This design comes from an exercise in tuning for small area, a short achievable clock period and few clock cycles per item on the open sky130 flow, not from production work.
The RTL was checked by simulation tests, not by an equivalence proof against the original design.
Power is estimated from default activity; no workload was simulated.

Setup of P:
Design lru_key_value_cache, start of the top module:
module lru_key_value_cache (
  input  logic                         clk,
  input  logic                         rst,
  input  logic                         cfg_write_en,
  input  logic [4:0]                   cfg_write_data,
  input  logic                         req_valid,
  output logic                         req_ready,
  input  logic                         req_command,
  input  logic [15:0]                  req_lookup_key,
  input  logic [31:0]                  req_write_value,
  output logic                         rsp_valid,
  input  logic                         rsp_ready,
  output logic                         rsp_hit,
  output logic [31:0]                  rsp_read_value,
  output logic                         rsp_evicted,
  output logic [15:0]                  rsp_evicted_key
);
For scale: ~2200 cells after synthesis, roughly 870 flip-flops, ~110 I/O pins, about 35000 µm² of cells after synthesis.
Settings: LEC_CHECK=0, CAP_MARGIN=20, CORE_MARGIN=2, CORE_UTILIZATION=60, PLACE_DENSITY=0.72, SETUP_SLACK_MARGIN=3.0, SLEW_MARGIN=20, BUFFER_PORTS_ARGS=-buffer_cell sky130_fd_sc_hd__buf_4; clock period 6.0 ns.
standard.sh (not shown) runs the stock make flow with config.mk's settings and CLKGATE_MAP_FILE= SYNTH_SCRIPT=/design/flow/synth_recipe.tcl, a recipe that flattens the netlist after the stock synthesis.
==> flow/flow/run.sh <==
#!/bin/bash
set -e
echo 'export BUFFER_PORTS_ARGS = -buffer_cell sky130_fd_sc_hd__buf_4' >> "$FLOW_CONFIG"
bash standard.sh > standard.log 2>&1
Testbench counts of P, summed over its fixed seeds: cycles 8,016, items 8,000.
Inputs modified between P and S:
diff --git a/flow/config.mk b/flow/config.mk
--- a/flow/config.mk
+++ b/flow/config.mk
@@ -7,2 +7,3 @@
 export LEC_CHECK = 0
+export ABC_AREA = 1
 export CAP_MARGIN = 20
@@ -10,3 +11,2 @@
 export CORE_UTILIZATION = 60
-export PLACE_DENSITY = 0.72
 export SETUP_SLACK_MARGIN = 3.0
## What came out
S: done, clean on timing, DRC and antenna
S against P: clock skew held, worst slack after detailed placement shrank by 0.55 ns, number of cells in the finished layout apart from fillers went up.
Maximum single-stage delay on the critical path in S is 0.80 ns higher than in P
Measured against each other, P and S differ in area fraction in compound gates after synthesis, the lower figure coming from S.
Routed wire length (S vs. P) increases by a few percent
Power delta (S − P): unfavourable
S gives less detailed-routed wire length on met3 than P did.
Worst-case hold slack on S is up relative to P.
Floorplan check, S vs P: die outline larger in S

========
The RTL this note starts from:
==> flow/design.v <==
package lkv_pkg;
  localparam int MAX_ENTRIES_DEF = 16;
  localparam int KEY_BITS_DEF    = 16;
  localparam int VALUE_BITS_DEF  = 32;
  localparam int             CAP_BITS  = 5;
  localparam logic [CAP_BITS-1:0] CAP_RESET = 5'd16;
  typedef enum logic {
    CMD_GET = 1'b0,
    CMD_PUT = 1'b1
  } cmd_t;
  typedef enum logic [1:0] {
    ST_IDLE,
    ST_MATCH,
    ST_UPDATE,
    ST_REPLY
  } state_t;
  typedef struct packed {
    logic capture;
    logic lookup;
    logic update;
    logic reply;
  } ctl_cmd_t;
endpackage
module lru_key_value_cache (
  input  logic                         clk,
  input  logic                         rst,
  input  logic                         cfg_write_en,
  input  logic [4:0]                   cfg_write_data,
  input  logic                         req_valid,
  output logic                         req_ready,
  input  logic                         req_command,
  input  logic [15:0]                  req_lookup_key,
  input  logic [31:0]                  req_write_value,
  output logic                         rsp_valid,
  input  logic                         rsp_ready,
  output logic                         rsp_hit,
  output logic [31:0]                  rsp_read_value,
  output logic                         rsp_evicted,
  output logic [15:0]                  rsp_evicted_key
);
  localparam int N  = 16;
  localparam int KW = 16;
  localparam int VW = 32;
  logic          s_v;
  logic          s_put;
  logic [KW-1:0] s_key;
  logic [VW-1:0] s_val;
  logic [4:0]    cnt;
  logic [N-1:0]  vld;
  logic [KW-1:0] ekey [N];
  logic [VW-1:0] eval [N];
  logic [3:0]    lim_m1;
  logic          go;
  logic [N-1:0]  mq;       
  logic [N-1:0]  eq_old;   
  logic          eq_prev;  
  logic [N-1:0]  mq_d;
  logic [N-1:0]  m;
  logic [N-1:0]  ge;
  logic          hit;
  logic          putmiss;
  logic          full;
  logic [N-1:0]  en;
  logic [VW-1:0] hv;
  logic [KW-1:0] lastkey;
  logic          rd_q;
  assign go        = s_v & (~rsp_valid | rsp_ready);
  assign req_ready = ~s_v | ~rsp_valid | rsp_ready;
  always_ff @(posedge clk) begin
    if (rst) begin
      s_v <= 1'b0;
    end else if (req_ready) begin
      s_v <= req_valid;
    end
  end
  always_ff @(posedge clk) begin
    if (req_ready) begin
      s_put <= req_command;
      s_key <= req_lookup_key;
      s_val <= req_write_value;
      mq    <= mq_d;
    end
  end
  always_ff @(posedge clk) begin
    if (rst) begin
      lim_m1 <= 4'd15;
    end else if (cfg_write_en) begin
      if (cfg_write_data == 5'd0) begin
        lim_m1 <= 4'd0;
      end else if (cfg_write_data > 5'd16) begin
        lim_m1 <= 4'd15;
      end else begin
        lim_m1 <= 4'(cfg_write_data - 5'd1);
      end
    end
  end
  always_comb begin
    for (int i = 0; i < N; i++) begin
      vld[i] = cnt > 5'(i);
    end
    for (int i = 0; i < N; i++) begin
      m[i] = vld[i] & mq[i];
    end
    for (int i = 0; i < N; i++) begin
      ge[i] = |(m >> i);
    end
    hit     = ge[0];
    putmiss = s_put & ~hit;
    full    = cnt > {1'b0, lim_m1};
    en[0]   = go & (hit | s_put);
    for (int i = 1; i < N; i++) begin
      en[i] = go & (ge[i] | putmiss);
    end
    hv      = '0;
    lastkey = '0;
    for (int i = 0; i < N; i++) begin
      hv = hv | ({VW{m[i]}} & eval[i]);
      if (i == N - 1) begin
        lastkey = lastkey | ({KW{vld[i]}} & ekey[i]);
      end else begin
        lastkey = lastkey | ({KW{vld[i] & ~vld[i+1]}} & ekey[i]);
      end
    end
  end
  always_comb begin
    eq_prev = (req_lookup_key == s_key);
    for (int i = 0; i < N; i++) begin
      eq_old[i] = (req_lookup_key == ekey[i]);
    end
    mq_d[0] = en[0] ? eq_prev : eq_old[0];
    for (int i = 1; i < N; i++) begin
      mq_d[i] = en[i] ? eq_old[i-1] : eq_old[i];
    end
  end
  always_ff @(posedge clk) begin
    if (en[0]) begin
      ekey[0] <= s_key;
      eval[0] <= s_put ? s_val : hv;
    end
    for (int i = 1; i < N; i++) begin
      if (en[i]) begin
        ekey[i] <= ekey[i-1];
        eval[i] <= eval[i-1];
      end
    end
  end
  always_ff @(posedge clk) begin
    if (rst) begin
      cnt <= '0;
    end else if (go && putmiss && !full) begin
      cnt <= cnt + 5'd1;
    end
  end
  always_ff @(posedge clk) begin
    if (rst) begin
      rsp_valid <= 1'b0;
    end else if (go) begin
      rsp_valid <= 1'b1;
    end else if (rsp_ready) begin
      rsp_valid <= 1'b0;
    end
  end
  assign rsp_read_value = {VW{rd_q}} & eval[0];
  always_ff @(posedge clk) begin
    if (go) begin
      rd_q            <= hit & ~s_put;
      rsp_hit         <= hit;
      rsp_evicted     <= putmiss & full;
      rsp_evicted_key <= (putmiss & full) ? lastkey : '0;
    end
  end
endmodule
Settings: LEC_CHECK=0, CAP_MARGIN=20, CORE_MARGIN=2, CORE_UTILIZATION=40, SETUP_SLACK_MARGIN=3.0, SLEW_MARGIN=20; clock period 6.0 ns.
run.sh (not shown) runs the stock make flow with config.mk's settings and CLKGATE_MAP_FILE= SYNTH_SCRIPT=/design/flow/synth_recipe.tcl, a recipe that flattens the netlist after the stock synthesis.
Stock flow here: none of the scripts above is used.
The starting point went through all stages and came out clean.
Testbench counts at the start, summed over its fixed seeds: cycles 8,016, items 8,000.
Rerun with:
==> flow/flow/run.sh (new file) <==
#!/bin/bash
set -e
echo 'export BUFFER_PORTS_ARGS = -buffer_cell sky130_fd_sc_hd__buf_4' >> "$FLOW_CONFIG"
bash standard.sh > standard.log 2>&1
==> flow/standard.sh (new file) <==
#!/bin/bash
# synth_recipe.tcl (not shown) runs the flow's synth.tcl, then flattens the netlist and writes it again
# the make line also repeats each setting of config.mk as NAME=value (left out here)
make -C /OpenROAD-flow-scripts/flow DESIGN_CONFIG=/design/flow/config.mk WORK_HOME=/design/flow/orfs CLKGATE_MAP_FILE= SYNTH_SCRIPT=/design/flow/synth_recipe.tcl "${@:-finish}"
- BUFFER_PORTS_ARGS: not set -> -buffer_cell sky130_fd_sc_hd__buf_4
removed: flow/run.sh
Outcome: Clock-buffer cell count shrinks by 5; die area is unchanged; power came out higher slightly; final area is about the same; hold slack gets worse by 16 ps; setup slack is better by 150 ps; routed wire length hardly moves; flip-flop and latch count stays the same; core utilization rises by 0.13 points; cell count grows slightly; critical path depth is higher by 6.
Rerun with:
- CORE_UTILIZATION: 40 -> 60
=> Setup slack gains 39 ps. Final area is lower by 2.3%. Sequential share of layout area rose by 1.5 points. Clock skew is lower by 24 ps. Global-route usage went up by 13 points. Die area went down by 33%. Utilization increases by 23 points. Area after synthesis is unchanged. Combinational power came out lower by about 0.8%. Routed wire length falls by 2.2%. Clock-buffer cell count increases by 8.
Rerun with:
- CORE_UTILIZATION: 60 -> 40
- SETUP_SLACK_MARGIN: 3.0 -> 3.2
- TNS_END_PERCENT: not set -> 10
After rerunning:
- The changed run went through all stages and came out clean
- synthesized area is unchanged
- worst setup slack degrades by 170 ps
- cell area grows by 2.9%
- total power grows by 0.43%
- final cell count grows by 14%
- core utilization shrinks by 22 points
- routed wire length grows by 2.6%
- register-to-register slack degrades by 170 ps
Rerun with:
==> flow/run.sh (new file) <==
#!/bin/bash
# synth_recipe.tcl (not shown) runs the flow's synth.tcl, then flattens the netlist and writes it again
# the make line also repeats each setting of config.mk as NAME=value (left out here)
make -C /OpenROAD-flow-scripts/flow DESIGN_CONFIG=/design/flow/config.mk WORK_HOME=/design/flow/orfs CLKGATE_MAP_FILE= SYNTH_SCRIPT=/design/flow/synth_recipe.tcl finish
- BUFFER_PORTS_ARGS: -buffer_cell sky130_fd_sc_hd__buf_4 -> not set
- SETUP_SLACK_MARGIN: 3.2 -> 2.6
- TNS_END_PERCENT: 10 -> not set
removed: flow/flow/run.sh
removed: flow/standard.sh
What happened: Utilization drops by 0.88 points; routed wire length drops by a few percent; area after synthesis does not change; design area drops slightly; clock-buffer cell count drops by 7; global-route usage drops by 0.43 points; synthesized cell count does not change; critical path depth drops by 5; maximum frequency drops by a few percent.

========
RTL: one of the versions met above, not the one the previous note started from.
Size: about 2,200 cells after synthesis, roughly 0.035 sq mm of cells after synthesis.
==> flow/design.v (excerpt) <==
module lru_key_value_cache (
  input  logic                         clk,
  input  logic                         rst,
  input  logic                         cfg_write_en,
  input  logic [4:0]                   cfg_write_data,
  input  logic                         req_valid,
  output logic                         req_ready,
  input  logic                         req_command,
  input  logic [15:0]                  req_lookup_key,
  input  logic [31:0]                  req_write_value,
  output logic                         rsp_valid,
  input  logic                         rsp_ready,
  output logic                         rsp_hit,
  output logic [31:0]                  rsp_read_value,
  output logic                         rsp_evicted,
  output logic [15:0]                  rsp_evicted_key
);
  localparam int N  = 16;
  localparam int KW = 16;
  localparam int VW = 32;
  logic          s_v;
  logic          s_put;
  logic [KW-1:0] s_key;
  logic [VW-1:0] s_val;
  logic [N-1:0]  vld;
  logic [KW-1:0] ekey [N];
  logic [VW-1:0] eval [N];
  logic [3:0]    lim_m1;
  logic          go;
  logic [N-1:0]  mq;       
  logic [N-1:0]  eq_old;   
  logic          eq_prev;  
  logic [N-1:0]  mq_d;
  logic [N-1:0]  vld_nx;
  logic [N-1:0]  m;
  logic [N-1:0]  ge;
  logic          hit;
  logic          putmiss;
  logic          full;
  logic [N-1:0]  en;
  logic [VW-1:0] hv;
  logic [KW-1:0] lastkey;
  logic          rd_q;
  assign go        = s_v & (~rsp_valid | rsp_ready);
  assign req_ready = ~s_v | ~rsp_valid | rsp_ready;
  always_ff @(posedge clk) begin
    if (rst) begin
      s_v <= 1'b0;
    end else if (req_ready) begin
      s_v <= req_valid;
    end
  end
  ...
clock: 6.0 ns
lec_check: 0
cap_margin: 20
core_margin: 2
core_utilization: 60
cts_buf_list: sky130_fd_sc_hd__clkbuf_8
cts_cluster_size: 30
setup_slack_margin: 3.0
slew_margin: 20
buffer_ports_args: -buffer_cell sky130_fd_sc_hd__buf_4
standard.sh (not shown) runs the stock make flow with config.mk's settings and CLKGATE_MAP_FILE= SYNTH_SCRIPT=/design/flow/synth_recipe.tcl, a recipe that flattens the netlist after the stock synthesis.
==> flow/flow/run.sh <==
#!/bin/bash
set -e
echo 'export BUFFER_PORTS_ARGS = -buffer_cell sky130_fd_sc_hd__buf_4' >> "$FLOW_CONFIG"
bash standard.sh > standard.log 2>&1
Testbench counts at the start, summed over its fixed seeds: cycles 8,016, items 8,000.
==> next run, changes <==
- CORE_UTILIZATION: 60 -> 70
- CTS_BUF_LIST: sky130_fd_sc_hd__clkbuf_8 -> not set
- CTS_CLUSTER_SIZE: 30 -> not set
- SETUP_SLACK_MARGIN: 3.0 -> 3.2
The new run ran to the end with no violations. Sequential share of layout area goes down by 1.5 points. Worst setup slack stays flat. Area after synthesis is unchanged. Critical path depth goes down by 2. Wire length goes up by 7.4%. Flip-flop and latch count stays the same. Global-route usage goes up by 8.7 points. Count of clock-buffer cells in the layout goes down by 40. Total power goes up by 7.2%. Via count goes up by 6.6%. Synthesized cell count does not change.
==> next run, changes <==
- CAP_MARGIN: 20 -> 5
- CORE_UTILIZATION: 70 -> 60
- SETUP_SLACK_MARGIN: 3.2 -> 3.0
- SLEW_MARGIN: 20 -> 5
What happened: Register-to-register slack loses 160 ps; routed wire length came out lower by a little under a tenth; cell area falls slightly; count of clock-buffer cells in the layout is higher by 10; die area grows by about a fifth; first-iteration DRC count went down by a quarter to a third; setup slack gets worse by 32 ps.
==> next run, changes <==
- CAP_MARGIN: 5 -> 20
- SLEW_MARGIN: 5 -> 20
The changed run completed without violations; global-route usage decreases by 0.19 points; routed wire length decreases by 0.55%; sequential cell count does not change; first-iteration DRC count decreases by 1.2%; maximum frequency increases by 2.2%; sequential power barely changes; synthesized cell count stays the same; setup slack is better by 66 ps; die area does not change; count of clock-buffer cells in the layout increases by 1.
==> next run, changes <==
- CORE_UTILIZATION: 60 -> 40
Effect: The changed run produced a clean layout; sequential cell count is unchanged; via count increases by 0.78%; count of clock-buffer cells in the layout shrinks by 2; routed wire length goes up by 3.2%; critical path depth is higher by 4; global-route usage shrinks by 12 points; setup slack gets worse by 29 ps; non-clock buffer count went up by 11; fmax fell by 0.97%.

========
Setup of main:
Another version of the RTL of lru_key_value_cache (not shown whole).
Settings: LEC_CHECK=0, CAP_MARGIN=20, CORE_MARGIN=2, CORE_UTILIZATION=60, SETUP_SLACK_MARGIN=3.15, SLEW_MARGIN=20, BUFFER_PORTS_ARGS=-buffer_cell sky130_fd_sc_hd__buf_4; clock period 6.0 ns.
Scripts as last shown in full above: flow/flow/run.sh
main: flow completed, timing, DRC and antenna clean
Testbench counts of main, summed over its fixed seeds: cycles 8,016, items 8,000.
Modified inputs, the feature branch compared to main
- swapping 3.15 for 3.0 in SETUP_SLACK_MARGIN
Findings:
- The fmax in the feature branch was lower than what main gave.
- Instance count after placement with tap cells included essentially unchanged between main and the feature branch.
- Comparing main with the feature branch, the area taken by multi-input logic gates came out essentially unchanged.
- The feature branch vs. main: design area now sits lower; total power consumption of the routed design now sits lower; sequential power did not really move; aggregate routed wire length barely changed.
- The feature branch -> main: instance count of the mapped netlist delta 0, exact match
- Diff main -> the feature branch: total vias in the final route neither gained nor lost much; highest ir drop seen on vdd lost 20%.

## what the ideal ports hide
The results above use ideal ports. As a check the final layouts listed here were re-extracted and re-timed, cells and wires unchanged.
Step 1: set_driving_cell puts a clkbuf_16 on clk and a buf_2 on each other input, an assumption about the parent block.
Step 2, shift: input delay + t, output delay - t, t = (earliest + latest rising clock arrival at the registers) / 2. This alone moves slack from input paths to output paths.
Slacks: ideal / step 1 / step 2; pairs: ideal / step 1.
run	shift t [ns]	setup slack, ns	worst hold slack (ns)
P	0.703	3.002 / 2.971 / 2.616	0.432 / 0.432 / 0.432
S	0.719	3.025 / 3.023 / 2.478	0.443 / 0.443 / 0.443
the first run of note 2	0.697	2.802 / 2.740 / 2.357	0.430 / 0.430 / 0.430
the second run of note 2	0.724	2.953 / 2.953 / 2.343	0.414 / 0.414 / 0.414
the third run of note 2	0.704	2.991 / 2.991 / 2.379	0.443 / 0.443 / 0.443
the fourth run of note 2	0.716	2.819 / 2.819 / 2.329	0.440 / 0.440 / 0.440
the fifth run of note 2	0.707	2.649 / 2.626 / 2.272	0.436 / 0.436 / 0.436
the first run of note 3	0.849	2.990 / 2.953 / 2.348	0.440 / 0.440 / 0.440
the second run of note 3	0.703	2.991 / 2.930 / 2.526	0.451 / 0.451 / 0.451
the third run of note 3	0.694	2.959 / 2.959 / 2.317	0.447 / 0.447 / 0.447
the fourth run of note 3	0.708	3.025 / 3.002 / 2.428	0.428 / 0.428 / 0.428
the fifth run of note 3	0.700	2.996 / 2.990 / 2.473	0.423 / 0.423 / 0.423
main	0.704	3.047 / 3.016 / 2.403	0.437 / 0.437 / 0.437
the feature branch	0.704	3.019 / 2.986 / 2.392	0.430 / 0.430 / 0.430
After both steps setup and hold are still met in every run listed. The setup slack of main, which loses most, moves by -0.031 ns with the drivers and by -0.644 ns with both steps.
